Source: an optimization exercise on an open RTL-to-GDS flow (aim: small area, a short achievable clock period and few clock cycles per item). Production flows keep margins and buffers that such runs may drop. RTL that was checked went through simulation tests only; none was proved equivalent to the original. Function not checked in runs 1 and 2: the RTL went through the layout flow alone. Power and IR drop assume default switching activity.

==> design/flow/design.v <==
`default_nettype none
package bfa_pkg;
  localparam int ACTION_W     = 2;
  localparam int FIELD_SIZE_W = 16;
  localparam int OWNER_W      = 8;
  localparam int BLOCK_W      = 4;
  localparam int CODE_W       = 2;
  localparam logic [ACTION_W-1:0] ACT_CLEAR = 2'd0;
  localparam logic [ACTION_W-1:0] ACT_LOAD  = 2'd1;
  localparam logic [ACTION_W-1:0] ACT_ALLOC = 2'd2;
  localparam logic [ACTION_W-1:0] ACT_READ  = 2'd3;
  localparam logic [CODE_W-1:0] RES_OK    = 2'd0;
  localparam logic [CODE_W-1:0] RES_NOFIT = 2'd1;
  localparam logic [CODE_W-1:0] RES_BAD   = 2'd2;
endpackage
`default_nettype wire
`default_nettype none
module bfa_cell #(
  parameter int SIZE_BITS = 16
) (
  input  wire logic [SIZE_BITS-1:0] size,
  input  wire logic [SIZE_BITS-1:0] x,
  input  wire logic                 ge,
  output logic                      cmp
);
  logic [SIZE_BITS-1:0] g, l;
  always_comb begin
    for (int i = 0; i < SIZE_BITS; i++) begin
      g[i] = size[i] & ~x[i];
      l[i] = ~size[i] & x[i];
    end
    for (int w = 1; w < SIZE_BITS; w = w * 2) begin
      for (int i = 0; i + w < SIZE_BITS; i = i + 2 * w) begin
        g[i] = g[i + w] | (~l[i + w] & g[i]);
        l[i] = l[i + w] | (~g[i + w] & l[i]);
      end
    end
    cmp = g[0] | (ge & ~l[0]);
  end
endmodule
module bfa_sub #(
  parameter int W = 16
) (
  input  wire logic [W-1:0] a,
  input  wire logic [W-1:0] b,
  output logic [W-1:0]      d
);
  logic [W-1:0] g, p, gg, pp, gn, pn;
  logic [W:0]   c;
  always_comb begin
    for (int i = 0; i < W; i++) begin
      g[i] = a[i] & ~b[i];
      p[i] = a[i] | ~b[i];
    end
    gg = g;
    pp = p;
    for (int s = 1; s < W; s = s * 2) begin
      gn = gg;
      pn = pp;
      for (int i = s; i < W; i++) begin
        gn[i] = gg[i] | (pp[i] & gg[i - s]);
        pn[i] = pp[i] & pp[i - s];
      end
      gg = gn;
      pp = pn;
    end
    c[0] = 1'b1;
    for (int i = 0; i < W; i++) c[i + 1] = gg[i] | pp[i];
    for (int i = 0; i < W; i++) d[i] = a[i] ^ ~b[i] ^ c[i];
  end
endmodule
`default_nettype wire
`default_nettype none
import bfa_pkg::*;
module best_fit_block_allocator (
  input  wire logic        clk,
  input  wire logic        rst_n,
  input  wire logic        in_tvalid,
  output logic             in_tready,
  input  wire logic [31:0] in_tdata,
  output logic             out_tvalid,
  input  wire logic        out_tready,
  output logic [31:0]      out_tdata
);
  localparam int N = 16;
  logic               ir_v;
  logic [29:0]        ir_d;
  logic               rdy_r;
  logic [4:0]         count_r;
  logic [N-1:0]       avail_r;      
  logic [N-1:0][15:0] size_r;
  logic [N-1:0][7:0]  owner_r;
  logic [N-1:0][N-1:0] b_r;
  logic               c_v, c_clr, c_ld, c_al, c_rd;
  logic [1:0]         c_code;
  logic [3:0]         c_id;
  logic [15:0]        c_val;
  logic [7:0]         c_rid;
  logic [N-1:0]       c_ge;
  logic               m_v, m_ld, m_gr, m_rd;
  logic [1:0]         m_code;
  logic [N-1:0]       m_sel;
  logic [15:0]        m_val;
  logic [7:0]         m_rid;
  logic               x_v, x_ld, x_gr, x_rd, x_free;
  logic [1:0]         x_code;
  logic [3:0]         x_id;
  logic [15:0]        x_a, x_b;
  logic [7:0]         x_rid;
  logic               h_v, k_v;     
  logic [30:0]        h_d, k_d;
  logic               go;
  assign go = !k_v;
  logic [1:0]  ir_act;
  logic [15:0] ir_size;
  logic [3:0]  ir_idx;
  assign ir_act  = ir_d[1:0];
  assign ir_size = ir_d[17:2];
  assign ir_idx  = ir_d[29:26];
  logic is_clr, is_ld, is_al, is_rd, full, ld_ok, rd_ok;
  assign is_clr = ir_v && (ir_act == ACT_CLEAR);
  assign is_ld  = ir_v && (ir_act == ACT_LOAD);
  assign is_al  = ir_v && (ir_act == ACT_ALLOC);
  assign is_rd  = ir_v && (ir_act == ACT_READ);
  assign full   = count_r[4];
  assign ld_ok  = is_ld && !full;
  assign rd_ok  = is_rd && ({1'b0, ir_idx} < count_r);
  logic          cmp_ge;
  logic [N-1:0]  cmp;
  logic          cmp_w, cmp_m, cmp_x;
  assign cmp_ge = ir_act[1];
  for (genvar i = 0; i < N; i++) begin : g_cmp
    bfa_cell u_cmp (.size(size_r[i]), .x(ir_size), .ge(cmp_ge), .cmp(cmp[i]));
  end
  bfa_cell u_cmp_w (.size(c_val), .x(ir_size), .ge(cmp_ge), .cmp(cmp_w));
  bfa_cell u_cmp_m (.size(m_val), .x(ir_size), .ge(cmp_ge), .cmp(cmp_m));
  bfa_cell u_cmp_x (.size(x_a),   .x(ir_size), .ge(cmp_ge), .cmp(cmp_x));
  logic [N-1:0] hit_w, hit_m, hit_x, ge;
  for (genvar i = 0; i < N; i++) begin : g_ge
    assign hit_w[i] = c_v && c_ld && (c_id == 4'(i));
    assign hit_m[i] = m_ld && m_sel[i];
    assign hit_x[i] = x_ld && (x_id == 4'(i));
    assign ge[i] = hit_w[i] ? cmp_w : hit_m[i] ? cmp_m : hit_x[i] ? cmp_x : cmp[i];
  end
  logic [N-1:0][N-1:0] beat;        
  for (genvar i = 0; i < N; i++) begin : g_bi
    for (genvar j = 0; j < N; j++) begin : g_bj
      if (i < j)       assign beat[i][j] = b_r[i][j];
      else if (i > j)  assign beat[i][j] = !b_r[j][i];
      else             assign beat[i][j] = 1'b1;
    end
  end
  logic [N-1:0] fits, win, c_dec;
  logic         found;
  assign fits  = avail_r & c_ge;
  assign found = |fits;
  for (genvar i = 0; i < N; i++) begin : g_win
    assign win[i]   = fits[i] && &(~fits | beat[i]);
    assign c_dec[i] = (c_id == 4'(i));
  end
  logic [15:0] mux_size, a_nxt;
  logic [3:0]  m_id;
  logic        m_free, fwd;
  always_comb begin
    mux_size = '0;
    m_id     = '0;
    for (int i = 0; i < N; i++) begin
      mux_size = mux_size | (m_sel[i] ? size_r[i] : 16'd0);
      m_id     = m_id     | (m_sel[i] ? 4'(i)     : 4'd0);
    end
  end
  assign m_free = m_rd && |(m_sel & avail_r);
  assign fwd    = (x_ld || x_gr) && m_sel[x_id];
  logic [15:0] rem;
  logic [7:0]  x_owner;
  bfa_sub u_sub (.a(x_a), .b(x_b), .d(rem));
  always_comb begin
    x_owner = '0;
    for (int i = 0; i < N; i++) begin
      if (x_id == 4'(i)) x_owner = owner_r[i];
    end
  end
  assign a_nxt = fwd ? rem : m_ld ? m_val : mux_size;
  logic [30:0] res;
  assign res = {(x_rd && !x_free) ? x_owner : 8'd0, x_free, rem, x_id, x_code};
  logic push, pop;
  assign push = go && x_v;
  assign pop  = h_v && out_tready;
  always_ff @(posedge clk) begin
    if (!rst_n) begin
      ir_v    <= 1'b0;
      rdy_r   <= 1'b1;
      count_r <= '0;
      avail_r <= '0;
      c_v     <= 1'b0;
      m_v     <= 1'b0;
      x_v     <= 1'b0;
      h_v     <= 1'b0;
      k_v     <= 1'b0;
    end else begin
      if (rdy_r) ir_v <= in_tvalid;
      if (go) begin
        c_v <= ir_v;
        m_v <= c_v;
        x_v <= m_v;
        if (is_clr)     count_r <= '0;
        else if (ld_ok) count_r <= count_r + 5'd1;
        if (c_v && c_clr)      avail_r <= '0;
        else if (c_v && c_ld)  avail_r <= avail_r | c_dec;
        else if (c_v && c_al)  avail_r <= avail_r & ~win;
      end
      if (!k_v) begin
        if (push && h_v && !pop) k_v <= 1'b1;
        else if (push)           h_v <= 1'b1;
        else if (pop)            h_v <= 1'b0;
      end else if (pop) begin
        k_v <= 1'b0;
      end
      rdy_r <= !((rdy_r ? in_tvalid : ir_v) &&
                 (k_v ? !pop : (push && h_v && !pop)));
    end
  end
  always_ff @(posedge clk) begin
    if (rdy_r) ir_d <= in_tdata[29:0];
    if (go) begin
      c_clr  <= is_clr;
      c_ld   <= ld_ok;
      c_al   <= is_al;
      c_rd   <= rd_ok;
      c_code <= ((is_ld && full) || (is_rd && !rd_ok)) ? RES_BAD : RES_OK;
      c_id   <= ld_ok ? count_r[3:0] : ir_idx;
      c_val  <= ir_size;
      c_rid  <= ir_d[25:18];
      c_ge   <= ge;
      m_ld   <= c_v && c_ld;
      m_gr   <= c_v && c_al && found;
      m_rd   <= c_v && c_rd;
      m_code <= (c_al && !found) ? RES_NOFIT : c_code;
      m_sel  <= (c_v && (c_ld || c_rd)) ? c_dec : (c_v && c_al) ? win : '0;
      m_val  <= c_val;
      m_rid  <= c_rid;
      x_ld   <= m_v && m_ld;
      x_gr   <= m_v && m_gr;
      x_rd   <= m_v && m_rd;
      x_free <= m_free;
      x_code <= m_code;
      x_id   <= m_id;
      x_a    <= a_nxt;
      x_b    <= m_gr ? m_val : 16'd0;
      x_rid  <= m_rid;
    end
    if (!k_v) begin
      if (push && h_v && !pop) k_d <= res;
      else if (push)           h_d <= res;
    end else if (pop) begin
      h_d <= k_d;
    end
  end
  for (genvar i = 0; i < N; i++) begin : g_ent
    always_ff @(posedge clk) begin
      if (push && (x_ld || x_gr) && (x_id == 4'(i))) size_r[i] <= rem;
      if (push && x_gr && (x_id == 4'(i))) owner_r[i] <= x_rid;
    end
    for (genvar j = i + 1; j < N; j++) begin : g_b
      always_ff @(posedge clk) begin
        if (go && c_v && c_ld && c_dec[j]) b_r[i][j] <= !c_ge[i];
      end
    end
  end
  assign in_tready  = rdy_r;
  assign out_tvalid = h_v;
  assign out_tdata  = {1'b0, h_d};
endmodule
`default_nettype wire
==> design/flow/run.sh <==
#!/bin/bash
# synth_recipe.tcl (not shown) runs the flow's synth.tcl, then flattens the netlist and writes it again
# the make line also repeats each setting of config.mk as NAME=value (left out here)
make -C /OpenROAD-flow-scripts/flow DESIGN_CONFIG=/design/flow/config.mk WORK_HOME=/design/flow/orfs CLKGATE_MAP_FILE= SYNTH_SCRIPT=/design/flow/synth_recipe.tcl finish
==> design/flow/config.mk <==
export PLATFORM = sky130hd
export DESIGN_NAME = best_fit_block_allocator
export DESIGN_NICKNAME = best_fit_block_allocator
export VERILOG_FILES = /design/flow/design.v
export SDC_FILE = /design/flow/constraint.sdc
export NUM_CORES = 4
export LEC_CHECK = 0
export CAP_MARGIN = 20
export CORE_MARGIN = 2
export CORE_UTILIZATION = 40
export SETUP_SLACK_MARGIN = 4.4
export SLEW_MARGIN = 20
==> design/flow/constraint.sdc <==
create_clock -name core_clock -period 7.0 [get_ports {clk}]
set_input_delay 1.4000 -clock core_clock [delete_from_list [all_inputs] [get_ports {clk}]]
set_output_delay 1.4000 -clock core_clock [all_outputs]
set_load 0.01 [all_outputs]
==> results of run 1 <==
==> repair_timing <==
item,in CTS,in global routing
gates cloned,16,9
gates resized for setup,457,188
pin swaps,71,76
setup endpoints to repair,763,447
buffers inserted,124,55
==> registers in the layout, indices dropped and copies added, names as in the netlist, 2 cells and up <==
register,flops
size_r,256
owner_r,128
b_r,120
h_d,31
k_d,31
ir_d,30
avail_r,16
c_ge,16
c_val,16
m_sel,16
m_val,16
x_a,16
x_b,16
c_rid,8
m_rid,8
x_rid,8
count_r,5
c_id,4
x_id,4
m_code,2
x_code,2
==> critical path, delay by kind of cell, from the launching register on <==
kind	cells	cell delay, ns
DFF	1	0.47
adders and majority gates	3	1.00
AOI/OAI and AO/OA	6	1.28
and+or+nand+nor	1	0.13
buffers and inverters	2	0.28
==> cells by family (layout without fill, tap and decap cells) <==
logic type,after synthesis,count (layout),share of synthesized area [%]
mux,40,40,1.60
other cells,1,1,0.0105
xor+xnor,18,18,0.442
buf+inv,323,634,3.56
compound gates,935,935,18.1
fa+ha+maj,122,122,3.70
simple gates,644,645,8.83
flops,768,768,63.8
==> placed cells by master, fill, tap and decap left out, drive strengths merged, types with 18 or more instances in the layout <==
cell and n:
o221ai 27, dfxtp 28, clkdlybuf4s50 33, nand3 46, and2 36, nor4 20, o211ai 24, clkinvlp 22
nor2b 58, a22oi 141, o31ai 18, edfxtp 740, nand2 167, ha 34, buf 278, a22o 32
a221oi 53, nand2b 46, a21oi 183, nor2 158, maj3 88, clkinv 42, clkbuf 102, nor3 45
nand4 22, o2111ai 25, inv 138, o21ai 186, o22ai 60
==> worst paths after layout <==
check / from / slack [ns] / endpoint / cells after the start
hold / removal: m_code[0]$_SDFFCE_PP1N_ / 0.42 / x_code[0]$_DFFE_PN_ / 0
setup / recovery: ir_d[4]$_DFFE_PP_ / 3.73 / c_ge[7]$_DFFE_PN_ / 12
setup reg to reg: ir_d[4]$_DFFE_PP_ / 3.73 / c_ge[7]$_DFFE_PN_ / 12
hold reg to reg: m_code[0]$_SDFFCE_PP1N_ / 0.42 / x_code[0]$_DFFE_PN_ / 0
==> layout make-up <==
| class | count | area share (%) |
|---|---|---|
| timing repair buffer | 322 | 7.19 |
| clock buffer | 95 | 4.76 |
| multi-input combinational | 1761 | 30.2 |
| clock inverter | 57 | 1.85 |
| timing repair inverter | 11 | 0.165 |
| inverter | 149 | 1.50 |
| sequential | 768 | 51.1 |
| tap | 1165 | 3.27 |
==> synth_stat cells (all sizes together) (12+ instances only) <==
master	n	area, sq um
o211ai	24	180
clkbuf	123	462
o2111ai	25	219
or3	17	106
o21a	14	105
a32oi	14	123
ha	34	425
o221a	17	191
a31oi	14	87.6
inv	145	544
a211oi	14	105
o22ai	60	375
nor3	45	225
a22oi	141	1060
and2	36	225
nand4	22	138
a22o	32	280
nand3	46	230
maj3	88	896
edfxtp	740	22200
nor2	158	601
a221oi	53	489
buf	51	249
o21ai	186	931
nor2b	58	363
o31ai	18	135
dfxtp	28	561
nand2b	46	288
a21o	16	120
mux2	17	191
nand2	166	623
mux4	12	270
nor4	20	125
o221ai	27	236
a21oi	183	916
a222oi	14	140
==> routing by layer <==
| metal | routed length (microns) | track usage, % | vias to the layer above |
|---|---|---|---|
| met5 | 0 | 0 | - |
| met4 | 7600 | 13.4 | 0 |
| met2 | 61900 | 44.8 | 1694 |
| li1 | - | - | 11692 |
| met3 | 12200 | 4.75 | 353 |
| met1 | 53400 | 38.3 | 13863 |
==> where the power goes <==
part | internal [uW] | switching, uW | total, uW
sequential | 5060 | 58.4 | 5120
clock | 2770 | 1970 | 4740
combinational | 239 | 355 | 595
total | 8070 | 2390 | 10500
==> stage by stage <==
step	hold slack [ns]	utilization (%)	power (uW)
floorplan	0.400	-	5430
global placement	0.400	42.7	5610
detailed placement	0.405	42.7	5610
CTS	0.415	48.8	10400
global route	0.422	50.5	10700
finish	0.415	50.5	10500
==> flow_summary.ini, run 1 <==
[detailed_routing]
drt_first_pass_iters = 8
routed_via_density = 6.38
drt-initial-drc-count = 3608
wl_microns = 135000
drc_errors = 0
vias = 27602
wire_per_inst_microns = 31.2
ant_nets = 0

[placed_design]
gp_congestion = 0.929
dp.cells = 3972
io_buffers = 66
pre_cts_ws_ns = 2.39
dpl-instance-area_sq_um = 37800
dp_hpwl_microns = 85300

[power]
peakVddDrop_mv = 0.313
pwr_density_cell_nw_per_um2 = 234
leakagePower_uw = 0.0151

[sta]
final.min_clock_period_ns = 3.27
fin_crit_sh_pct = 46.8
relSlewSlack_pct = 23.6
rsz0062_at_grt = true
worst_pin_slew_ns = 1.15
fmax_mhz = 306
tns_ns = 0
finalHoldViolations = 0
finalWorstSetupSlack_ns = 3.73
slew_viol_final = 0
fin_skew_ns = 0.0777
finalSetupViolations = 0

[clock_network]
cts_tree = yes
clock-root-buffer = clkbuf_16
cts.hold.buffers_added = 0
cts.htree.levels = 3
clock-sinks = 768
clk_pin_slew_worst_paths_ns = 0.06
cts_max_path_buffers = 3
clock_latency_ns = 0.69
numCtsBuffers = 83

[floorplan]
dieWidth_microns = 303
coreArea_sq_um = 88400
start_util_pct = 40.4
dieArea_sq_um = 91700
die_h_microns = 303
io_pins = 70
row_count = 109

[setup_path]
start_kind = flip-flop
path_class = flip-flop to flip-flop
worstPathArrival_ns = 3.78
path_cells = buf_12 -> buf_6 -> nor2b_4 -> a2111oi_4 -> o21ai_2 -> o2111ai_4 -> a32oi_4 -> maj3_2 -> maj3_2 -> maj3_2 -> a221oi_2 -> o21a_1
slowest_stage = edfxtp_1
crit_path_frequent_cell = maj3_2
crit_required_ns = 7.51
cpPeakStageDelay_ns = 0.47
cp-end-kind = flip-flop
cp_max_fo = 3

[grt]
grt_pass1_vias = 26562
grt_usage_pct = 28.4
grt_pass1_wl_microns = 189000
overflow = 0
grt_antenna_before_repair = 0
grt_max_degree = 89

[hold_path]
hold_class = flip-flop to flip-flop

[synthesis]
ys_seq_area_share_pct = 63.8
synth_cell_types = 82
synth-edff-count = 740
syn_inst = 2851
ys_ff_latch = 768
yosys_warnings = 3
async_reset_ff_share_pct = 0
synth_ff_type = edfxtp_1
synthesis.nets = 2921
syn_avg_cell_area_sq_um = 12.5
syn_area_sq_um = 35700

[layout]
regArea_sq_um = 22800
antenna_cells = 0
fin_area_sq_um = 44600
areaGrowthSynthToFinish_pct = 24.9
finalNonFillerCells = 4328
drive_gt1_share_pct = 25.0
final_nets = 3166
fillerInstances = 7600
multi_input_area_sq_um = 13500

[run_status]
outcome = no timing/DRC/antenna violations

[run]
drv_cap = 0
==> inputs of run 2 (changes only) <==
--- a/design/flow/config.mk
+++ b/design/flow/config.mk
@@ -8,5 +8,5 @@
 export CAP_MARGIN = 20
 export CORE_MARGIN = 2
 export CORE_UTILIZATION = 40
-export SETUP_SLACK_MARGIN = 4.4
+export SETUP_SLACK_MARGIN = 3.8
 export SLEW_MARGIN = 20
==> run 2 against run 1 <==
Against the previous run:
- die area is the same
- routed wire length decreased by 5.2%
- highest routed layer unchanged
- via count decreased by 3.1%
- critical path type unchanged
- first-iteration DRC count decreased by 1.6%
- sequential share of layout area increased by 3.1 points
- final area down 5.7%
- sequential power barely moved
==> flow_summary.ini, run 2 <==
[run_status]
outcome = no timing/DRC/antenna violations

[synthesis]
ys_seq_area_share_pct = 63.8
synth-xor-area-share_pct = 0.442
synth_compound_area_share_pct = 18.1
synth_top_family_by_area = compound AO/OA/AOI/OAI gates
synth_cell_types = 82
yosysTopAreaCell = edfxtp_1
synthTopCellsByCount = edfxtp_1, a21oi_1, o21ai_0, nand2_1, nor2_1
post-synth-top-count-cell = edfxtp_1
synthesis.nets = 2921
synthSimpleGateAreaFrac_pct = 8.83
yosys_warnings = 3
ys_ff_latch = 768
syn_inst = 2851
async_reset_ff_share_pct = 0
synthAdderAreaFrac_pct = 3.70
synth_ff_type = edfxtp_1
synth.top_cells.by_area = edfxtp_1, a22oi_1, a21oi_1, o21ai_0, maj3_1
synth-edff-count = 740
synth_top_area_share_pct = 62.2
syn_avg_cell_area_sq_um = 12.5
muxShareOfSynthArea_pct = 1.60
syn_area_sq_um = 35700

[grt]
grt_max_degree = 78
grt_pass1_vias = 26020
overflow = 0
grt_usage_pct = 27.5
grt_pass1_wl_microns = 183000
grt_antenna_before_repair = 0

[power]
internal-power_uw = 7840
finalPower_uw = 10200
peakVddDrop_mv = 0.177
combPwrFrac_pct = 4.9
pwr_density_cell_nw_per_um2 = 241
p_sw_share_pct = 22.8
seqPwrFrac_pct = 50.4
clkPwrFrac_pct = 44.7
leakagePower_uw = 0.0140
power.switching_uw = 2310

[placed_design]
io_buffers = 66
gp_congestion = 0.953
dp.cells = 3974
dp_hpwl_microns = 85200
dpl-instance-area_sq_um = 37700

[layout]
areaGrowthSynthToFinish_pct = 17.9
drive_gt1_share_pct = 16.0
regArea_sq_um = 22800
largest-register = size_r
final_nets = 3044
largest_reg_flops = 256
finalNonFillerCells = 4209
fin_area_sq_um = 42100
final_cell_mix = edfxtp_1, a21oi_1, o21ai_0
fillerInstances = 7786
mostFrequentLayoutCell = edfxtp_1
fin_util_pct = 47.6
reg.largest.list = size_r (256), owner_r (128), b_r (120)
multi_input_area_sq_um = 12400

[clock_network]
clock-root-buffer = clkbuf_16
clk_pin_slew_worst_paths_ns = 0.06
cts.hold.buffers_added = 0
cts.htree.levels = 3
numCtsBuffers = 84
clock-sinks = 768
cts_tree = yes
clock_latency_ns = 0.68
cts_max_path_buffers = 3

[detailed_routing]
wl_microns = 128000
ant_nets = 0
drt_first_pass_iters = 6
vias = 26759
drc_errors = 0
drt-initial-drc-count = 3549
wire_per_inst_microns = 30.4
routed_via_density = 6.36

[floorplan]
io_pins = 70
dieArea_sq_um = 91700
die_h_microns = 303
coreArea_sq_um = 88400
start_util_pct = 40.4
dieWidth_microns = 303
row_count = 109

[setup_path]
path_class = flip-flop to flip-flop
worstReg2RegEnd = c_ge[0]$_DFFE_PN_
r2r_slack_ns = 3.72
cp_max_fo = 6
r2r.worst_path.cells = 13
reg2reg_from = ir_d[4]$_DFFE_PP_
start_kind = flip-flop
crit_required_ns = 7.47
worstPathArrival_ns = 3.75
cp-end-kind = flip-flop

[sta]
fmax_mhz = 305
worst_pin_slew_ns = 1.11
finalHoldViolations = 0
finalSetupViolations = 0
fin_skew_ns = 0.0603
relSlewSlack_pct = 26.0
rsz0062_at_grt = true
tns_ns = 0
final.min_clock_period_ns = 3.28
slew_viol_final = 0
fin_crit_sh_pct = 46.9

[run]
drv_cap = 0

[hold_path]
hold_class = flip-flop to flip-flop
worstHoldPathCells = 0
min_to = c_rid[5]$_DFFE_PN_
hp-start = ir_d[23]$_DFFE_PP_
==> run 2: cells by family (layout without fill, tap and decap cells) <==
| logic type | Yosys count | after routing |
|---|---|---|
| compound gates | 935 | 935 |
| xor+xnor | 18 | 18 |
| fa+ha+maj | 122 | 122 |
| buf+inv | 323 | 515 |
| flops | 768 | 768 |
| mux | 40 | 40 |
| other cells | 1 | 2 |
| simple gates | 644 | 644 |
==> run 2: through the flow <==
step / setup slack (ns) / hold WS, ns
after floorplan: 4.04 / 0.400
after global placement: 2.40 / 0.403
after detailed placement: 2.35 / 0.405
after CTS: 3.65 / 0.392
after global routing: 3.67 / 0.396
final: 3.72 / 0.392
==> run 2: critical path, cell delays in order (launching register included) <==
cell	delay (ns)
edfxtp_1	0.45
buf_4	0.17
buf_4	0.15
clkinvlp_4	0.15
o221ai_1	0.13
o22a_1	0.27
a311oi_1	0.35
a21oi_2	0.10
buf_6	0.17
o31ai_4	0.27
and3_1	0.27
o21a_2	0.24
a22oi_1	0.11
o21ai_1	0.25
==> run 2: layer usage <==
layer | wire length (microns) | track usage (%) | share of wire, % | vias up
met4 | 7330 | 13.4 | 5.7 | 0
li1 | - | - | - | 11453
met5 | 0 | 0 | 0 | -
met2 | 59800 | 44.4 | 47 | 1542
met1 | 50400 | 36.4 | 39 | 13415
met3 | 10600 | 4.30 | 8.3 | 349
==> run 2: worst max path at each step <==
stage                        from            endpoint  slack [ns]  cells past startpoint
6_report        ir_d[4]$_DFFE_PP_   c_ge[0]$_DFFE_PN_        3.72                     13
5_1_grt         ir_d[3]$_DFFE_PP_  c_ge[14]$_DFFE_PN_        3.67                     11
4_1_cts         ir_d[4]$_DFFE_PP_   c_ge[7]$_DFFE_PN_        3.65                     12
3_5_place_dp   ir_d[10]$_DFFE_PP_   c_ge[7]$_DFFE_PN_        2.35                     10
3_3_place_gp   ir_d[10]$_DFFE_PP_  c_ge[13]$_DFFE_PN_        2.40                     10
2_1_floorplan      k_v$_SDFF_PN0_   h_d[23]$_DFFE_PP_        4.04                      3
==> run 2: timing repair <==
| item | in CTS | in global routing |
|---|---|---|
| gates resized for setup | 110 | 77 |
| pin swaps | 25 | 39 |
| buffers inserted | 52 | 19 |
| gates cloned | 4 | 4 |
| endpoints found under the setup margin | 209 | 182 |
==> run 2: final cells by class <==
| cell class | count | share of cell area [%] |
|---|---|---|
| diodes | 1 | 0.00595 |
| clock buffers | 102 | 5.20 |
| clock inverters | 53 | 1.45 |
| inverters | 149 | 1.49 |
| multi-input cells | 1760 | 29.5 |
| flip-flops and latches | 768 | 54.2 |
| well taps | 1165 | 3.46 |
| repair buffers | 207 | 4.65 |
| repair inverters | 4 | 0.0714 |
==> run 2: power groups by stage <==
stage               Clock [uW]  Combinational (uW)  Sequential (uW)
global route              4770                 519             5120
detailed placement           0                 383             5230
floorplan                    0                 243             5190
CTS                       4590                 450             5120
finish                    4540                 494             5120
global placement             0                 378             5230
==> inputs of run 3 (changes only) <==
--- a/design/flow/design.v
+++ b/design/flow/design.v
@@ -101,12 +101,10 @@
   logic [1:0]         m_code;
   logic [N-1:0]       m_sel;
   logic [15:0]        m_val;
-  logic [7:0]         m_rid;
   logic               x_v, x_ld, x_gr, x_rd, x_free;
   logic [1:0]         x_code;
   logic [3:0]         x_id;
   logic [15:0]        x_a, x_b;
-  logic [7:0]         x_rid;
   logic               h_v, k_v;     
   logic [30:0]        h_d, k_d;
   logic               go;
@@ -238,7 +236,6 @@
       m_code <= (c_al && !found) ? RES_NOFIT : c_code;
       m_sel  <= (c_v && (c_ld || c_rd)) ? c_dec : (c_v && c_al) ? win : '0;
       m_val  <= c_val;
-      m_rid  <= c_rid;
       x_ld   <= m_v && m_ld;
       x_gr   <= m_v && m_gr;
       x_rd   <= m_v && m_rd;
@@ -247,7 +244,6 @@
       x_id   <= m_id;
       x_a    <= a_nxt;
       x_b    <= m_gr ? m_val : 16'd0;
-      x_rid  <= m_rid;
     end
     if (!k_v) begin
       if (push && h_v && !pop) k_d <= res;
@@ -259,7 +255,7 @@
   for (genvar i = 0; i < N; i++) begin : g_ent
     always_ff @(posedge clk) begin
       if (push && (x_ld || x_gr) && (x_id == 4'(i))) size_r[i] <= rem;
-      if (push && x_gr && (x_id == 4'(i))) owner_r[i] <= x_rid;
+      if (go && c_v && c_al && win[i]) owner_r[i] <= c_rid;
     end
     for (genvar j = i + 1; j < N; j++) begin : g_b
       always_ff @(posedge clk) begin
==> run 3 against run 2 <==
Against the previous run:
- non-clock buffer count increased by 5
- routed wire length decreased by 0.41%
- via count increased by 0.58%
- critical path depth decreased by 3
- clock-buffer cell count decreased by 4
- register-to-register slack improved by 0.05 ns
- worst hold slack improved by 0.031 ns
- first-iteration DRC count increased by 0.51%
- final cell count decreased by 0.21%
- clock power increased by 2%
- setup slack improved by 0.046 ns
- critical path type unchanged
- largest power group unchanged
- highest routed layer unchanged
==> flow_summary.ini, run 3 <==
[synthesis]
synth_cell_types = 83
syn_avg_cell_area_sq_um = 12.4
syn_area_sq_um = 35300
post-synth-top-count-cell = edfxtp_1
synth.top_cells.by_area = edfxtp_1, a22oi_1, a21oi_1, maj3_1, o21ai_0
synth_ff_type = edfxtp_1
ys_seq_area_share_pct = 63.2
yosysTopAreaCell = edfxtp_1
syn_inst = 2843
synthTopCellsByCount = edfxtp_1, a21oi_1, nor2_1, nand2_1, o21ai_0
async_reset_ff_share_pct = 0
yosys_warnings = 3
ys_ff_latch = 752
synth-edff-count = 724
synthesis.nets = 2913
synth_top_area_share_pct = 61.6

[grt]
grt_pass1_wl_microns = 181000
grt_max_degree = 71
grt_pass1_vias = 26206
overflow = 0
grt_antenna_before_repair = 1
grt_usage_pct = 27.4

[power]
combPwrFrac_pct = 4.9
leakagePower_uw = 0.0138
pwr_density_cell_nw_per_um2 = 243
seqPwrFrac_pct = 49.4
peakVddDrop_mv = 0.179
clkPwrFrac_pct = 45.7
internal-power_uw = 7830
power.switching_uw = 2310
p_sw_share_pct = 22.8

[clock_network]
clk_pin_slew_worst_paths_ns = 0.07
clock-sinks = 752
cts.htree.levels = 3
clock-root-buffer = clkbuf_16
cts_tree = yes
numCtsBuffers = 83
cts.hold.buffers_added = 0
clock_latency_ns = 0.68
cts_max_path_buffers = 3

[layout]
final_nets = 3050
fillerInstances = 7706
regArea_sq_um = 22300
drive_gt1_share_pct = 15.4
reg.largest.list = size_r (256), owner_r (128), b_r (120)
largest-register = size_r
multi_input_area_sq_um = 12500
largest_reg_flops = 256
areaGrowthSynthToFinish_pct = 18.2
antenna_cells = 0
final_cell_mix = edfxtp_1, a21oi_1, nand2_1
mostFrequentLayoutCell = edfxtp_1

[setup_path]
start_kind = flip-flop
cpPeakStageDelay_ns = 0.61
crit_path_frequent_cell = a22oi_1
worstPathArrival_ns = 3.64
slowest_stage = or4b_2
cp-end-kind = flip-flop
path_cells = buf_12 -> buf_4 -> a22oi_1 -> a221oi_1 -> o22ai_1 -> or4b_2 -> a31o_2 -> maj3_1 -> o21ai_2 -> a22oi_1
path_class = flip-flop to flip-flop
crit_required_ns = 7.41
cp_max_fo = 8

[sta]
finalHoldViolations = 0
relSlewSlack_pct = 25.0
worst_pin_slew_ns = 1.12
slew_viol_final = 0
fmax_mhz = 309
fin_skew_ns = 0.0371
rsz0062_at_grt = true
finalSetupViolations = 0
fin_crit_sh_pct = 46.2
tns_ns = 0
timing.hold.ws_ns = 0.423
final.min_clock_period_ns = 3.24

[run]
drv_cap = 0

[run_status]
outcome = no timing/DRC/antenna violations

[floorplan]
coreArea_sq_um = 87200
start_util_pct = 40.5
dieArea_sq_um = 90600
die_h_microns = 301
io_pins = 70
row_count = 108
dieWidth_microns = 301

[detailed_routing]
wire_per_inst_microns = 30.4
wl_met1_microns = 49900
top_layer_used = met4
dr_wl_met3_microns = 12200
wl_microns = 128000
drc_errors = 0
ant_nets = 0
drt-initial-drc-count = 3567
vias = 26913
drt_first_pass_iters = 6
detailroute.wirelength.met2_microns = 59500
routed_via_density = 6.41

[placed_design]
gp_congestion = 0.944
dp_hpwl_microns = 83600
io_buffers = 66

[hold_path]
hold_class = flip-flop to flip-flop
-- run 3: changes by cell type after synthesis, sizes merged, moves of 9 or more --
cell / change
inv: -9
and2: +17
o21ai: -23
buf: -15
nor2: +16
edfxtp: -16
nand2b: +18
nor3: -10
-- run 3: final timing paths --
kind | from | end | slack (ns) | cells after the start
worst max-delay path | ir_d[1]$_DFFE_PP_ | c_ge[2]$_DFFE_PN_ | 3.76 | 10
worst max register to register | ir_d[1]$_DFFE_PP_ | c_ge[2]$_DFFE_PN_ | 3.76 | 10
worst min register to register | ir_d[19]$_DFFE_PP_ | c_rid[1]$_DFFE_PN_ | 0.42 | 0
worst min-delay path | ir_d[19]$_DFFE_PP_ | c_rid[1]$_DFFE_PN_ | 0.42 | 0
-- run 3: layout make-up --
type / count / area share, %
clock buffers: 98 / 5.11
clock inverters: 52 / 1.70
inverters: 142 / 1.45
multi-input cells: 1783 / 30.0
flip-flops and latches: 752 / 53.5
well taps: 1155 / 3.46
repair buffers: 212 / 4.75
repair inverters: 6 / 0.0900
-- run 3: repair_timing --
action                                  4_1_cts  5_1_grt
setup buffers                                48       21
gates cloned                                  7        4
pin swaps                                    22       27
hold endpoints to repair                      0        0
endpoints found under the setup margin      169      201
gates resized for setup                      78       90
-- run 3: per-layer routing --
metal  GRT usage (%)  vias to the layer above
met1            36.4                    13431
met5               0                        -
met4            12.5                        0
met3            4.79                      340
met2            43.9                     1714
li1                -                    11428
-- run 3: cells by family after synthesis --
kind of cell | after synthesis | synth area share (%)
AO/OA/AOI/OAI | 911 | 17.8
XOR/XNOR | 17 | 0.422
adder cells (fa/ha/maj) | 128 | 3.91
buffers and inverters | 308 | 3.36
flip-flops | 752 | 63.2
multiplexers | 40 | 1.61
other | 1 | 0.0106
AND/OR/NAND/NOR | 686 | 9.64
-- run 3: critical path, delay by kind of cell, from the launching register on --
family,cells,cell delay (ns)
simple gates,1,0.61
buf+inv,2,0.33
fa+ha+maj,1,0.40
compound gates,6,1.22
flops,1,0.42
-- run 3: metrics by stage --
stage                     instance area, sq um  std cells  setup slack (ns)  util, %  power (uW)
after global routing                     41700       4200              3.66     47.9       10400
after floorplan                          35300       2843              4.15        -        5320
after CTS                                41000       4175              3.63     47.1       10100
final                                    41700       4200              3.76     47.9       10100
after detailed placement                 37400       3970              2.58     42.9        5500
after global placement                   37400       3970              2.55     42.9        5490
-- run 3: power groups by stage --
stage | sequential [uW] | clock [uW] | combinational, uW
finish | 5010 | 4630 | 498
global route | 5010 | 4850 | 522
CTS | 5000 | 4670 | 452
detailed placement | 5120 | 0 | 382
global placement | 5110 | 0 | 378
floorplan | 5080 | 0 | 244
Testbench counts of run 3, summed over its fixed seeds: cycles 7,134, items 7,094.
==> inputs of run 4 (changes only) <==
--- a/design/flow/config.mk
+++ b/design/flow/config.mk
@@ -8,5 +8,7 @@
 export CAP_MARGIN = 20
 export CORE_MARGIN = 2
 export CORE_UTILIZATION = 40
-export SETUP_SLACK_MARGIN = 3.8
+export SETUP_SLACK_MARGIN = 4.3
 export SLEW_MARGIN = 20
+export SYNTH_HIERARCHICAL = 1
+export SYNTH_MINIMUM_KEEP_SIZE = 0
==> run 4 against run 3 <==
Against the previous run:
- highest routed layer unchanged
- register-to-register slack improved by 0.45 ns
- non-clock buffer count is 22 higher
- largest power group unchanged
- area after synthesis is 5.6% higher
- critical endpoint is now c_ge[4]$_DFFE_PN_
- critical path depth up 1
- critical path type unchanged
- still clean on timing, DRC and antenna
- synthesized cell count up 7.6%
==> flow_summary.ini, run 4 <==
[grt]
grt_pass1_wl_microns = 175000
grt_max_degree = 75
grt_pass1_vias = 25820
grt_usage_pct = 25.2
grt_antenna_before_repair = 1
overflow = 0

[layout]
areaGrowthSynthToFinish_pct = 19.5
largest-register = size_r
final_cell_mix = edfxtp_1, inv_1, nor2_1
largest_reg_flops = 256
antenna_cells = 0
drive_gt1_share_pct = 21.1
final_nets = 3341
fin_area_sq_um = 44500
mostFrequentLayoutCell = edfxtp_1
reg.largest.list = size_r (256), owner_r (128), b_r (120)

[setup_path]
r2r_slack_ns = 4.22
crit_path_end = c_ge[4]$_DFFE_PN_
path_cells = buf_12 -> inv_1 -> maj3_2 -> maj3_2 -> maj3_2 -> o21ai_1 -> o21ai_1 -> buf_6 -> nand4_1 -> a31oi_1 -> mux2_2
worstPathArrival_ns = 3.20
path_buf_inv = 3
start_kind = flip-flop
crit_required_ns = 7.41
path_depth = 11
cp-end-kind = flip-flop
slowest_stage = edfxtp_1
cp_max_fo = 16
path_class = flip-flop to flip-flop
crit_path_frequent_cell = maj3_2
cpPeakStageDelay_ns = 0.41
worstReg2RegEnd = c_ge[4]$_DFFE_PN_
cp_top_family = adder cells
reg2reg_from = ir_d[11]$_DFFE_PP_
r2r.worst_path.cells = 11
startpoint = ir_d[11]$_DFFE_PP_

[sta]
fin_skew_ns = 0.0394
worst_pin_slew_ns = 0.963
rsz0062_at_grt = true
relSlewSlack_pct = 35.8
slew_viol_final = 0
fin_crit_sh_pct = 39.8
fmax_mhz = 359
tns_ns = 0
finalSetupViolations = 0
finalHoldViolations = 0
final.min_clock_period_ns = 2.78

[detailed_routing]
wire_per_inst_microns = 26.6
ant_nets = 0
wl_microns = 122000
drc_errors = 0
drt-initial-drc-count = 3247
routed_via_density = 5.87
drt_first_pass_iters = 6
vias = 26895

[floorplan]
dieArea_sq_um = 95600
row_count = 111
die_h_microns = 309
io_pins = 70
dieWidth_microns = 309
coreArea_sq_um = 91900
start_util_pct = 40.5

[clock_network]
clock-root-buffer = clkbuf_16
cts_tree = yes
cts.htree.levels = 3
cts_max_path_buffers = 3
cts.hold.buffers_added = 0
clock-sinks = 752
clock_latency_ns = 0.67
numCtsBuffers = 83
clk_pin_slew_worst_paths_ns = 0.06

[synthesis]
synthTopCellsByCount = edfxtp_1, inv_1, nor2_1, maj3_2, nand2_1
ys_seq_area_share_pct = 59.9
synth_top_area_share_pct = 58.4
synth-edff-count = 724
async_reset_ff_share_pct = 0
yosysTopAreaCell = edfxtp_1
ys_ff_latch = 752
syn_avg_cell_area_sq_um = 12.2
synth.top_cells.by_area = edfxtp_1, maj3_2, inv_1, nor2b_1, nor2_1
syn_area_sq_um = 37300
syn_inst = 3060
synth_ff_type = edfxtp_1
yosys_warnings = 9
post-synth-top-count-cell = edfxtp_1
synthesis.nets = 3131
synth_cell_types = 86

[power]
leakagePower_uw = 0.0158
peakVddDrop_mv = 0.182
pwr_density_cell_nw_per_um2 = 225

[placed_design]
io_buffers = 66
gp_congestion = 0.968
dp_hpwl_microns = 77800
dpl-instance-area_sq_um = 39800

[run]
drv_cap = 0

[run_status]
outcome = no timing/DRC/antenna violations

[hold_path]
hold_class = flip-flop to flip-flop
==> run 4: layout make-up <==
type                       count  area [sq um]
tap                         1243          1560
timing repair buffer         234          2640
multi-input combinational   1897         14100
fill                        8164         47400
inverter                     300          1150
clock inverter                59           617
sequential                   752         22300
clock buffer                  94          2120
timing repair inverter         2          13.8
==> run 4: stage by stage <==
stage          utilization (%)  hold WS, ns  cells  setup slack [ns]  power [uW]
6_report                  48.4        0.417   4581              4.22       10000
2_1_floorplan                -        0.400   3060              4.01        5380
3_3_place_gp              43.2        0.403   4339              3.51        5570
3_5_place_dp              43.3        0.405   4340              3.48        5580
4_1_cts                   48.0        0.419   4563              4.11       10000
5_1_grt                   48.4        0.423   4581              4.11       10300
==> run 4: per-module statistics from Yosys (local to each module, per instance) <==
module / cells / copies in the design / cell area (sq um) / flops+latches
bfa_sub: 129 / 1 / 983 / 0
best_fit_block_allocator: 1924 / 1 / 29800 / 752
bfa_cell: 53 / 19 / 340 / 0
==> run 4: cells by family after synthesis <==
| kind of cell | Yosys count | share of synthesized area, % |
|---|---|---|
| simple gates | 855 | 11.6 |
| flops | 752 | 59.9 |
| compound gates | 692 | 13.5 |
| buf+inv | 411 | 4.40 |
| fa+ha+maj | 244 | 7.37 |
| mux | 87 | 2.87 |
| xor+xnor | 18 | 0.423 |
| other cells | 1 | 0.0101 |
==> run 4: layer usage <==
| layer | up-vias | part of all wire [%] | GRT usage (%) |
|---|---|---|---|
| li1 | 11960 | - | - |
| met1 | 13313 | 41 | 33.9 |
| met2 | 1363 | 47 | 40.9 |
| met3 | 259 | 8.4 | 4.49 |
| met4 | 0 | 3.9 | 9.16 |
| met5 | - | 0 | 0 |
==> run 4: worst min path at each step <==
| stage | start | endpoint | cells past startpoint |
|---|---|---|---|
| final | ir_d[24]$_DFFE_PP_ | c_rid[6]$_DFFE_PN_ | 0 |
| after CTS | ir_d[18]$_DFFE_PP_ | c_rid[0]$_DFFE_PN_ | 0 |
| after floorplan | ir_d[18]$_DFFE_PP_ | c_rid[0]$_DFFE_PN_ | 0 |
| after detailed placement | ir_d[18]$_DFFE_PP_ | c_rid[0]$_DFFE_PN_ | 0 |
| after global placement | m_code[0]$_SDFFCE_PP1N_ | x_code[0]$_DFFE_PN_ | 0 |
| after global routing | ir_d[25]$_DFFE_PP_ | c_rid[7]$_DFFE_PN_ | 0 |
==> run 4: power breakdown <==
group,internal (uW),leakage (uW),switching [uW]
Clock,2500,0.00131,1900
Combinational,243,0.00728,347
Sequential,4960,0.00718,50.8
Total,7700,0.0158,2300
==> run 4: repair_timing <==
| item | CTS | global route |
|---|---|---|
| endpoints found under the hold margin | 0 | 0 |
| setup endpoints to repair | 552 | 266 |
| gates resized for setup | 249 | 75 |
| setup buffers | 57 | 14 |
| gates cloned | 13 | 4 |
| pin swaps | 30 | 22 |
==> inputs of run 5 (changes only) <==
--- a/design/flow/config.mk
+++ b/design/flow/config.mk
@@ -8,6 +8,9 @@
 export CAP_MARGIN = 20
 export CORE_MARGIN = 2
 export CORE_UTILIZATION = 40
+export CTS_BUF_LIST = sky130_fd_sc_hd__clkbuf_16
+export CTS_CLUSTER_DIAMETER = 60
+export CTS_CLUSTER_SIZE = 30
 export SETUP_SLACK_MARGIN = 4.3
 export SLEW_MARGIN = 20
 export SYNTH_HIERARCHICAL = 1
==> run 5 against run 4 <==
Against the previous run:
- still clean on timing, DRC and antenna
- clock skew increased by 0.0036 ns
- clock power fell by 14%
- synthesized cell count is the same
- sequential share of layout area up 0.78 points
- final cell count fell by 0.87%
- register-to-register slack got worse by 0.05 ns
- utilization shrank 0.74 points
- setup slack worse by 0.051 ns
- sequential power barely moved
- flip-flop and latch count did not move
- critical path type unchanged
- critical endpoint is now c_ge[14]$_DFFE_PN_
==> flow_summary.ini, run 5 <==
[setup_path]
crit_required_ns = 7.46
cpPeakStageDelay_ns = 0.35
path_cells = buf_6 -> buf_6 -> buf_16 -> buf_12 -> buf_12 -> nand2b_1 -> maj3_2 -> maj3_2 -> maj3_2 -> nand3_2 -> o21ai_4 -> mux2i_1 -> a211oi_2 -> a21o_1
worstReg2RegEnd = c_ge[14]$_DFFE_PN_
cp_max_fo = 6
reg2reg_from = ir_d[10]$_DFFE_PP_
slowest_stage = edfxtp_1
cp-end-kind = flip-flop
r2r.worst_path.cells = 14
r2r_slack_ns = 4.16
crit_path_frequent_cell = maj3_2
cp_top_family = adder cells
path_buf_inv = 5
worstPathArrival_ns = 3.30
path_class = flip-flop to flip-flop
start_kind = flip-flop

[synthesis]
syn_inst = 3060
syn_area_sq_um = 37300
yosysTopAreaCell = edfxtp_1
synthTopCellsByCount = edfxtp_1, inv_1, nor2_1, maj3_2, nand2_1
syn_avg_cell_area_sq_um = 12.2
async_reset_ff_share_pct = 0
yosys_warnings = 9
synth_cell_types = 86
ys_seq_area_share_pct = 59.9
post-synth-top-count-cell = edfxtp_1
synth-edff-count = 724
synthesis.nets = 3131
synth.top_cells.by_area = edfxtp_1, maj3_2, inv_1, nor2b_1, nor2_1
ys_ff_latch = 752
synth_top_area_share_pct = 58.4
synth_ff_type = edfxtp_1

[power]
power.switching_uw = 2370
clkPwrFrac_pct = 40.4
pwr_density_cell_nw_per_um2 = 214
seqPwrFrac_pct = 53.4
combPwrFrac_pct = 6.3
leakagePower_uw = 0.0155
p_sw_share_pct = 25.2
internal-power_uw = 7010
peakVddDrop_mv = 0.198

[sta]
finalSetupViolations = 0
relSlewSlack_pct = 32.0
rsz0062_at_grt = true
fin_skew_ns = 0.0430
final.min_clock_period_ns = 2.84
slew_viol_final = 0
fmax_mhz = 353
fin_crit_sh_pct = 40.5
finalHoldViolations = 0
worst_pin_slew_ns = 1.02
tns_ns = 0

[detailed_routing]
drt-initial-drc-count = 3233
ant_nets = 0
wl_microns = 121000
drc_errors = 0
vias = 26618
routed_via_density = 5.86
drt_first_pass_iters = 6
wire_per_inst_microns = 26.6

[hold_path]
hp-start = ir_d[24]$_DFFE_PP_
worstHoldPathCells = 0
hold_class = flip-flop to flip-flop
min_to = c_rid[6]$_DFFE_PN_

[grt]
grt_antenna_before_repair = 2
grt_pass1_vias = 25562
grt_pass1_wl_microns = 175000
overflow = 0
grt_usage_pct = 25.1
grt_max_degree = 75

[layout]
largest-register = size_r
reg.largest.list = size_r (256), owner_r (128), b_r (120)
areaGrowthSynthToFinish_pct = 17.6
fillerInstances = 8236
largest_reg_flops = 256
drive_gt1_share_pct = 21.7
final_nets = 3315
mostFrequentLayoutCell = edfxtp_1
final_cell_mix = edfxtp_1, inv_1, nor2_1
fin_util_pct = 47.7

[floorplan]
dieArea_sq_um = 95600
row_count = 111
coreArea_sq_um = 91900
die_h_microns = 309
start_util_pct = 40.5
io_pins = 70
dieWidth_microns = 309

[placed_design]
gp_congestion = 0.968
io_buffers = 66
dp_hpwl_microns = 77800

[run_status]
outcome = no timing/DRC/antenna violations

[run]
drv_cap = 0

[clock_network]
clk_pin_slew_worst_paths_ns = 0.10
cts_max_path_buffers = 3
cts_tree = yes
cts.htree.levels = 2
cts.hold.buffers_added = 0
numCtsBuffers = 61
clock-sinks = 752
clock_latency_ns = 0.70
clock-root-buffer = clkbuf_16
==> run 5: layer usage <==
metal / wire, microns / share of wire, % / vias up / GRT usage, %
met5: 0 / 0 / - / 0
met4: 4990 / 4.1 / 0 / 9.69
met3: 9990 / 8.3 / 232 / 3.72
met2: 56400 / 47 / 1269 / 40.5
met1: 49300 / 41 / 13228 / 34.1
li1: - / - / 11889 / -
==> run 5: worst max-delay path by stage <==
stage | cells after the start | slack (ns) | to | start
after CTS | 11 | 4.06 | h_d[18]$_DFFE_PP_ | x_a[0]$_DFFE_PN_
after detailed placement | 8 | 3.48 | c_ge[4]$_DFFE_PN_ | ir_d[2]$_DFFE_PP_
after floorplan | 11 | 4.01 | c_ge[10]$_DFFE_PN_ | ir_d[10]$_DFFE_PP_
after global routing | 14 | 4.08 | c_ge[10]$_DFFE_PN_ | ir_d[10]$_DFFE_PP_
final | 14 | 4.16 | c_ge[14]$_DFFE_PN_ | ir_d[10]$_DFFE_PP_
after global placement | 8 | 3.51 | c_ge[11]$_DFFE_PN_ | ir_d[2]$_DFFE_PP_
==> run 5: layout make-up <==
type,count,area (sq um),area share [%]
sequential,752,22300,50.9
multi-input combinational,1897,14200,32.3
timing repair buffer,230,2410,5.50
tap,1243,1560,3.55
clock buffer,61,1530,3.48
inverter,300,1150,2.62
clock inverter,55,678,1.55
timing repair inverter,2,13.8,0.0314
antenna,1,2.50,0.00571
==> run 5: modules after synthesis, one instance, submodules excluded <==
module | area [sq um] | flops+latches | cells inside | times used
bfa_cell | 340 | 0 | 53 | 19
bfa_sub | 983 | 0 | 129 | 1
best_fit_block_allocator | 29800 | 752 | 1924 | 1
==> run 5: worst register-to-register path: cells and delay by family, from the launching register on <==
| kind | cells | cell delay (ns) |
|---|---|---|
| fa+ha+maj | 3 | 0.95 |
| buf+inv | 5 | 0.58 |
| flops | 1 | 0.35 |
| compound gates | 3 | 0.35 |
| mux | 1 | 0.19 |
| simple gates | 2 | 0.16 |
==> run 5: what timing repair did <==
item,in CTS,in global routing
endpoints found under the setup margin,560,234
resized for setup,285,75
pin swaps,34,36
cloned,10,0
endpoints found under the hold margin,0,0
setup buffers,61,13
==> run 5: stage by stage <==
step	hold WS, ns	std cells	setup slack, ns	instance area [sq um]	power, uW
after CTS	0.425	4527	4.06	43500	9410
after floorplan	0.400	3060	4.01	37300	5380
after global placement	0.403	4339	3.51	39700	5570
final	0.423	4541	4.16	43800	9380
after global routing	0.431	4540	4.08	43800	9620
after detailed placement	0.405	4340	3.48	39800	5580
==> run 5: cells by family (layout without fill, tap and decap cells) <==
logic type	after synthesis	count (layout)	share of synthesized area, %
flip-flops	752	752	59.9
buffers and inverters	411	648	4.40
XOR/XNOR	18	18	0.423
adder cells (fa/ha/maj)	244	244	7.37
AND/OR/NAND/NOR	855	855	11.6
multiplexers	87	87	2.87
other	1	2	0.0101
AO/OA/AOI/OAI	692	692	13.5
==> run 5: power groups by stage <==
stage                     Clock, uW  Sequential, uW  Combinational (uW)
after floorplan                   0            5110                 275
after global placement            0            5110                 459
after detailed placement          0            5110                 465
after CTS                      3840            5000                 564
after global routing           3980            5010                 628
final                          3790            5000                 587
==> inputs of run 6 (changes only) <==
--- a/design/flow/config.mk
+++ b/design/flow/config.mk
@@ -11,6 +11,7 @@
 export CTS_BUF_LIST = sky130_fd_sc_hd__clkbuf_16
 export CTS_CLUSTER_DIAMETER = 60
 export CTS_CLUSTER_SIZE = 30
+export PLACE_DENSITY = 0.7
 export SETUP_SLACK_MARGIN = 4.3
 export SLEW_MARGIN = 20
 export SYNTH_HIERARCHICAL = 1
==> run 6 against run 5 <==
Against the previous run:
- largest cell class unchanged
- first-iteration DRC count increased by 12%
- maximum frequency up 0.69%
- still clean
- total power shrank 0.34%
- flip-flop and latch count unchanged
==> flow_summary.ini, run 6 <==
[run_status]
outcome = no timing/DRC/antenna violations

[power]
seqPwrFrac_pct = 53.5
combPwrFrac_pct = 6.1
clkPwrFrac_pct = 40.4
pwr_density_cell_nw_per_um2 = 213
internal-power_uw = 7020
peakVddDrop_mv = 0.259
leakagePower_uw = 0.0155
finalPower_uw = 9340
p_sw_share_pct = 24.9
power.switching_uw = 2320

[placed_design]
io_buffers = 66
dpl-instance-area_sq_um = 39700
pre_cts_ws_ns = 3.35
dp_hpwl_microns = 76500
gp_congestion = 0.960

[sta]
fin_crit_sh_pct = 40.2
tns_ns = 0
finalHoldViolations = 0
fmax_mhz = 355
relSlewSlack_pct = 30.7
finalSetupViolations = 0
rsz0062_at_grt = true
fin_skew_ns = 0.0496
worst_pin_slew_ns = 1.04
timing.hold.ws_ns = 0.423
final.min_clock_period_ns = 2.82
finalWorstSetupSlack_ns = 4.18
slew_viol_final = 0

[hold_path]
worstHoldPathCells = 0
hp-start = ir_d[22]$_DFFE_PP_
hold_class = flip-flop to flip-flop
min_to = c_rid[4]$_DFFE_PN_

[synthesis]
synth_top_area_share_pct = 58.4
synth_cell_types = 86
ys_ff_latch = 752
synth_ff_type = edfxtp_1
synth.top_cells.by_area = edfxtp_1, maj3_2, inv_1, nor2b_1, nor2_1
post-synth-top-count-cell = edfxtp_1
synthesis.nets = 3131
ys_seq_area_share_pct = 59.9
syn_inst = 3060
async_reset_ff_share_pct = 0
yosysTopAreaCell = edfxtp_1
yosys_warnings = 9
synth-edff-count = 724
syn_avg_cell_area_sq_um = 12.2
synthTopCellsByCount = edfxtp_1, inv_1, nor2_1, maj3_2, nand2_1
syn_area_sq_um = 37300

[layout]
antenna_cells = 0
largest-register = size_r
final_cell_mix = edfxtp_1, inv_1, nor2_1
areaGrowthSynthToFinish_pct = 17.7
fin_area_sq_um = 43800
final_nets = 3326
reg.largest.list = size_r (256), owner_r (128), b_r (120)
regArea_sq_um = 22300
largest_reg_flops = 256
drive_gt1_share_pct = 21.5
fillerInstances = 8102
multi_input_area_sq_um = 14100
mostFrequentLayoutCell = edfxtp_1

[floorplan]
start_util_pct = 40.5
die_h_microns = 309
io_pins = 70
row_count = 111
dieWidth_microns = 309
dieArea_sq_um = 95600
coreArea_sq_um = 91900

[grt]
grt_pass1_vias = 25937
overflow = 0
grt_usage_pct = 24.1
grt_max_degree = 75
grt_pass1_wl_microns = 170000
grt_antenna_before_repair = 0

[detailed_routing]
drc_errors = 0
wire_per_inst_microns = 26.0
routed_via_density = 5.99
drt_first_pass_iters = 6
vias = 27250
drt-initial-drc-count = 3614
ant_nets = 0
wl_microns = 118000

[setup_path]
cp-end-kind = flip-flop
r2r.worst_path.cells = 12
cpPeakStageDelay_ns = 0.45
slowest_stage = edfxtp_1
path_class = flip-flop to flip-flop
reg2reg_from = ir_d[10]$_DFFE_PP_
start_kind = flip-flop
path_cells = buf_12 -> nor2b_4 -> maj3_2 -> maj3_2 -> maj3_2 -> o21ai_4 -> o21ai_4 -> buf_12 -> buf_12 -> mux2i_1 -> a211oi_1 -> a21o_1
cp_max_fo = 8
r2r_slack_ns = 4.18
crit_required_ns = 7.45
worstReg2RegEnd = c_ge[15]$_DFFE_PN_
worstPathArrival_ns = 3.27

[clock_network]
cts.htree.levels = 2
numCtsBuffers = 61
cts_tree = yes
clock-root-buffer = clkbuf_16
cts_max_path_buffers = 3
clk_pin_slew_worst_paths_ns = 0.08
clock_latency_ns = 0.68
clock-sinks = 752

[run]
drv_cap = 0
run 6: cell types whose count changed in the layout (fill, tap and decap cells not counted), sizes merged:
cell and delta:
buf +6, bufbuf -1, bufinv +1, clkbuf +2
clkdlybuf4s15 +4, clkinv -2, clkinvlp -1, diode -1
inv -1
run 6: logic make-up (layout without fill, tap and decap cells):
group | after synthesis | in the layout | share of synthesized area (%)
DFF | 752 | 752 | 59.9
muxes | 87 | 87 | 2.87
and+or+nand+nor | 855 | 855 | 11.6
adders and majority gates | 244 | 244 | 7.37
xor gates and xnor gates | 18 | 18 | 0.423
other | 1 | 1 | 0.0101
buffers and inverters | 411 | 656 | 4.40
AOI/OAI and AO/OA | 692 | 692 | 13.5
run 6: layout make-up:
cell class	count	area share, %
Clock buffer	61	3.48
Timing Repair Buffer	241	5.68
Inverter	300	2.62
Multi-Input combinational cell	1897	32.2
Clock inverter	52	1.53
Sequential cell	752	50.9
Timing Repair inverter	2	0.0314
Tap cell	1243	3.55
run 6: per-module statistics from Yosys, one instance, submodules excluded:
module	flip-flops and latches	copies in the design
best_fit_block_allocator	752	1
bfa_cell	0	19
bfa_sub	0	1
run 6: power by group through the flow:
stage,Sequential [uW],Clock (uW),Combinational (uW)
5_1_grt,5010,3970,602
3_5_place_dp,5110,0,459
2_1_floorplan,5110,0,275
4_1_cts,5000,3800,536
3_3_place_gp,5110,0,451
6_report,5000,3780,567
run 6: worst max path at each step:
stage	from	slack, ns	end
after global routing	x_a[1]$_DFFE_PN_	4.05	h_d[18]$_DFFE_PP_
after detailed placement	out_tready	3.35	k_d[13]$_DFFE_PP_
after floorplan	ir_d[10]$_DFFE_PP_	4.01	c_ge[10]$_DFFE_PN_
final	ir_d[10]$_DFFE_PP_	4.18	c_ge[15]$_DFFE_PN_
after CTS	x_a[0]$_DFFE_PN_	4.09	h_d[18]$_DFFE_PP_
after global placement	out_tready	3.38	k_d[13]$_DFFE_PP_
run 6: through the flow:
stage,utilization [%],std cells
floorplan,-,3060
global placement,43.1,4330
detailed placement,43.2,4332
CTS,47.0,4514
global route,47.7,4548
finish,47.7,4548
run 6: timing repair:
| action | 4_1_cts | 5_1_grt |
|---|---|---|
| resized for setup | 285 | 71 |
| hold buffers | 0 | 0 |
| gates cloned | 9 | 5 |
| pin swaps | 13 | 27 |
| setup buffers | 60 | 29 |
| endpoints found under the setup margin | 680 | 308 |
run 6: worst max-delay path: cells and delay by family (launching register included):
family / cells / cell delay [ns]
adders and majority gates: 3 / 0.94
AOI/OAI and AO/OA: 4 / 0.49
buffers and inverters: 3 / 0.47
DFF: 1 / 0.45
muxes: 1 / 0.17
and+or+nand+nor: 1 / 0.04
run 6: layer usage:
| layer | vias to the layer above | GRT usage, % | share of wire [%] |
|---|---|---|---|
| met5 | - | 0 | 0 |
| li1 | 11914 | - | - |
| met1 | 13374 | 31.6 | 38 |
| met3 | 320 | 3.90 | 9.8 |
| met4 | 0 | 11.1 | 5.4 |
| met2 | 1642 | 39.2 | 47 |
==> inputs of run 7 (changes only) <==
--- a/design/flow/config.mk
+++ b/design/flow/config.mk
@@ -12,7 +12,7 @@
 export CTS_CLUSTER_DIAMETER = 60
 export CTS_CLUSTER_SIZE = 30
 export PLACE_DENSITY = 0.7
-export SETUP_SLACK_MARGIN = 4.3
+export SETUP_SLACK_MARGIN = 4.4
 export SLEW_MARGIN = 20
 export SYNTH_HIERARCHICAL = 1
 export SYNTH_MINIMUM_KEEP_SIZE = 0
==> run 7 against run 6 <==
Against the previous run:
- still clean
- routed wire length is 1.9% higher
- sequential share of layout area shrank 1.2 points
- non-clock buffer count grew 30
- via count increased by 2.1%
- critical endpoint is now c_ge[3]$_DFFE_PN_
- flip-flop and latch count unchanged
- die area is the same
- setup slack worse by 0.060 ns
- largest cell class unchanged
==> flow_summary.ini, run 7 <==
[sta]
finalSetupViolations = 0
finalHoldViolations = 0
slew_viol_final = 0
fin_skew_ns = 0.0371
final.min_clock_period_ns = 2.88
worst_pin_slew_ns = 1.09
tns_ns = 0
timing.hold.ws_ns = 0.419
fin_crit_sh_pct = 41.1
fmax_mhz = 348
relSlewSlack_pct = 27.2
rsz0062_at_grt = true

[synthesis]
post-synth-top-count-cell = edfxtp_1
synth_cell_types = 86
synth_top_area_share_pct = 58.4
syn_area_sq_um = 37300
syn_inst = 3060
ys_ff_latch = 752
yosysTopAreaCell = edfxtp_1
ys_seq_area_share_pct = 59.9
synthesis.nets = 3131
yosys_warnings = 9
async_reset_ff_share_pct = 0
syn_avg_cell_area_sq_um = 12.2
synth-edff-count = 724
synth.top_cells.by_area = edfxtp_1, maj3_2, inv_1, nor2b_1, nor2_1
synth_ff_type = edfxtp_1
synthTopCellsByCount = edfxtp_1, inv_1, nor2_1, maj3_2, nand2_1

[setup_path]
worstPathArrival_ns = 3.30
worstReg2RegEnd = c_ge[3]$_DFFE_PN_
start_kind = flip-flop
cp_max_fo = 7
crit_path_end = c_ge[3]$_DFFE_PN_
reg2reg_from = ir_d[14]$_DFFE_PP_
crit_required_ns = 7.42
path_class = flip-flop to flip-flop
r2r_slack_ns = 4.12
cp-end-kind = flip-flop
startpoint = ir_d[14]$_DFFE_PP_
r2r.worst_path.cells = 13

[clock_network]
cts.htree.levels = 2
cts.hold.buffers_added = 0
cts_max_path_buffers = 3
clock_latency_ns = 0.68
clock-root-buffer = clkbuf_16
clk_pin_slew_worst_paths_ns = 0.10
cts_tree = yes
clock-sinks = 752
numCtsBuffers = 60

[detailed_routing]
drt_first_pass_iters = 6
wire_per_inst_microns = 26.3
routed_via_density = 6.08
drt-initial-drc-count = 4053
ant_nets = 0
drc_errors = 0
vias = 27826
wl_microns = 121000

[grt]
overflow = 0
grt_antenna_before_repair = 3
grt_max_degree = 65
grt_pass1_vias = 26134
grt_pass1_wl_microns = 173000
grt_usage_pct = 24.5

[run]
drv_cap = 0

[layout]
finalNonFillerCells = 4578
final_nets = 3355
final_cell_mix = edfxtp_1, inv_1, nor2_1
drive_gt1_share_pct = 23.6
largest-register = size_r
reg.largest.list = size_r (256), owner_r (128), b_r (120)
antenna_cells = 0
largest_reg_flops = 256
fillerInstances = 7910
areaGrowthSynthToFinish_pct = 20.5
mostFrequentLayoutCell = edfxtp_1

[floorplan]
coreArea_sq_um = 91900
die_h_microns = 309
row_count = 111
dieWidth_microns = 309
start_util_pct = 40.5
io_pins = 70
dieArea_sq_um = 95600

[run_status]
outcome = no timing/DRC/antenna violations

[hold_path]
hold_class = flip-flop to flip-flop

[placed_design]
dp_hpwl_microns = 75500
io_buffers = 66
gp_congestion = 0.949
dp.cells = 4326

[power]
peakVddDrop_mv = 0.182
pwr_density_cell_nw_per_um2 = 212
leakagePower_uw = 0.0158
run 7: power breakdown:
group	leakage, uW	switching [uW]	internal [uW]
registers	0.00718	55.1	4950
clock network	0.00109	2010	1850
logic	0.00758	360	269
total	0.0158	2430	7080
run 7: metrics by stage:
stage               power [uW]  utilization (%)  area (sq um)  setup WS [ns]
global route              9710             48.8         44900           4.07
detailed placement        5580             43.2         39700           3.37
global placement          5570             43.2         39700           3.42
finish                    9500             48.8         44900           4.12
CTS                       9470             47.8         44000           4.10
floorplan                 5390                -         37400           4.01
run 7: critical path, stage by stage (launching register included):
cell	delay (ns)
edfxtp_1	0.37
buf_6	0.15
buf_12	0.12
nor2b_4	0.03
maj3_2	0.30
maj3_2	0.31
maj3_2	0.34
o21ai_4	0.18
o21ai_4	0.10
buf_12	0.15
buf_12	0.14
mux2i_4	0.18
a211oi_2	0.09
a21o_1	0.18
run 7: what timing repair did:
action / 4_1_cts / 5_1_grt
pin swaps: 49 / 54
setup buffers: 86 / 34
gates cloned: 11 / 7
endpoints found under the setup margin: 755 / 434
gates resized for setup: 354 / 109
run 7: Yosys stat by module, one instance, submodules excluded:
module / times used / cell area, sq um / cells / flops+latches
bfa_cell: 19 / 340 / 53 / 0
best_fit_block_allocator: 1 / 29800 / 1924 / 752
bfa_sub: 1 / 983 / 129 / 0
run 7: final cells by class:
type                       count  area, sq um  area share (%)
tap                         1243         1560            3.47
timing repair buffer         271         3030            6.76
sequential                   752        22300            49.7
clock buffer                  60         1500            3.35
multi-input combinational   1897        14600            32.5
inverter                     300         1150            2.56
clock inverter                53          744            1.66
timing repair inverter         2         13.8          0.0307
run 7: worst min path at each step:
stage                             from             endpoint  slack, ns  cells past startpoint
6_report       m_code[0]$_SDFFCE_PP1N_  x_code[0]$_DFFE_PN_       0.42                      0
5_1_grt        m_code[0]$_SDFFCE_PP1N_  x_code[0]$_DFFE_PN_       0.42                      0
4_1_cts        m_code[0]$_SDFFCE_PP1N_  x_code[0]$_DFFE_PN_       0.42                      0
3_5_place_dp   m_code[0]$_SDFFCE_PP1N_  x_code[0]$_DFFE_PN_       0.40                      0
3_3_place_gp        ir_d[21]$_DFFE_PP_   c_rid[3]$_DFFE_PN_       0.40                      0
2_1_floorplan       ir_d[18]$_DFFE_PP_   c_rid[0]$_DFFE_PN_       0.40                      0
run 7: cell families (layout without fill, tap and decap cells):
kind of cell / after synthesis / after routing / synth area share [%]
fa+ha+maj: 244 / 244 / 7.37
simple gates: 855 / 855 / 11.6
mux: 87 / 87 / 2.87
other cells: 1 / 1 / 0.0101
xor+xnor: 18 / 18 / 0.423
compound gates: 692 / 692 / 13.5
buf+inv: 411 / 686 / 4.40
flops: 752 / 752 / 59.9
run 7: layer usage:
metal  vias to the layer above  part of all wire (%)  GRT usage, %
li1                      11989                     -             -
met1                     13742                    39          32.8
met2                      1766                    45          37.7
met3                       327                    11          4.67
met4                         2                   5.6          12.8
met5                         -                 0.011             0

-- port drivers added, routing unchanged --
Ports are ideal in the flow. The routed layouts listed here were re-timed in OpenROAD.
Step 1: set_driving_cell puts a clkbuf_16 on clk and a buf_2 on each other input, an assumption about the parent block.
Step 2, shift: input delay + t, output delay - t, t = (earliest + latest rising clock arrival at the registers) / 2. This alone moves slack from input paths to output paths.
Three values: ideal, step 1, step 2; two values: the first two.
run | shift t [ns] | setup WS [ns] | hold slack, ns
run 1 | 0.717 | 3.727 / 3.727 / 3.727 | 0.415 / 0.415 / 0.415
run 2 | 0.717 | 3.718 / 3.718 / 3.655 | 0.392 / 0.392 / 0.392
run 3 | 0.730 | 3.764 / 3.764 / 3.764 | 0.423 / 0.423 / 0.423
run 4 | 0.718 | 4.216 / 4.216 / 3.804 | 0.417 / 0.417 / 0.417
run 5 | 0.744 | 4.165 / 4.165 / 3.793 | 0.423 / 0.423 / 0.423
run 6 | 0.734 | 4.184 / 4.184 / 3.643 | 0.423 / 0.423 / 0.423
run 7 | 0.736 | 4.124 / 4.124 / 3.865 | 0.419 / 0.419 / 0.419
After both steps setup and hold are still met in every run listed. The setup slack of run 6, which loses most, moves by 0.000 ns with the drivers and by -0.541 ns with both steps.
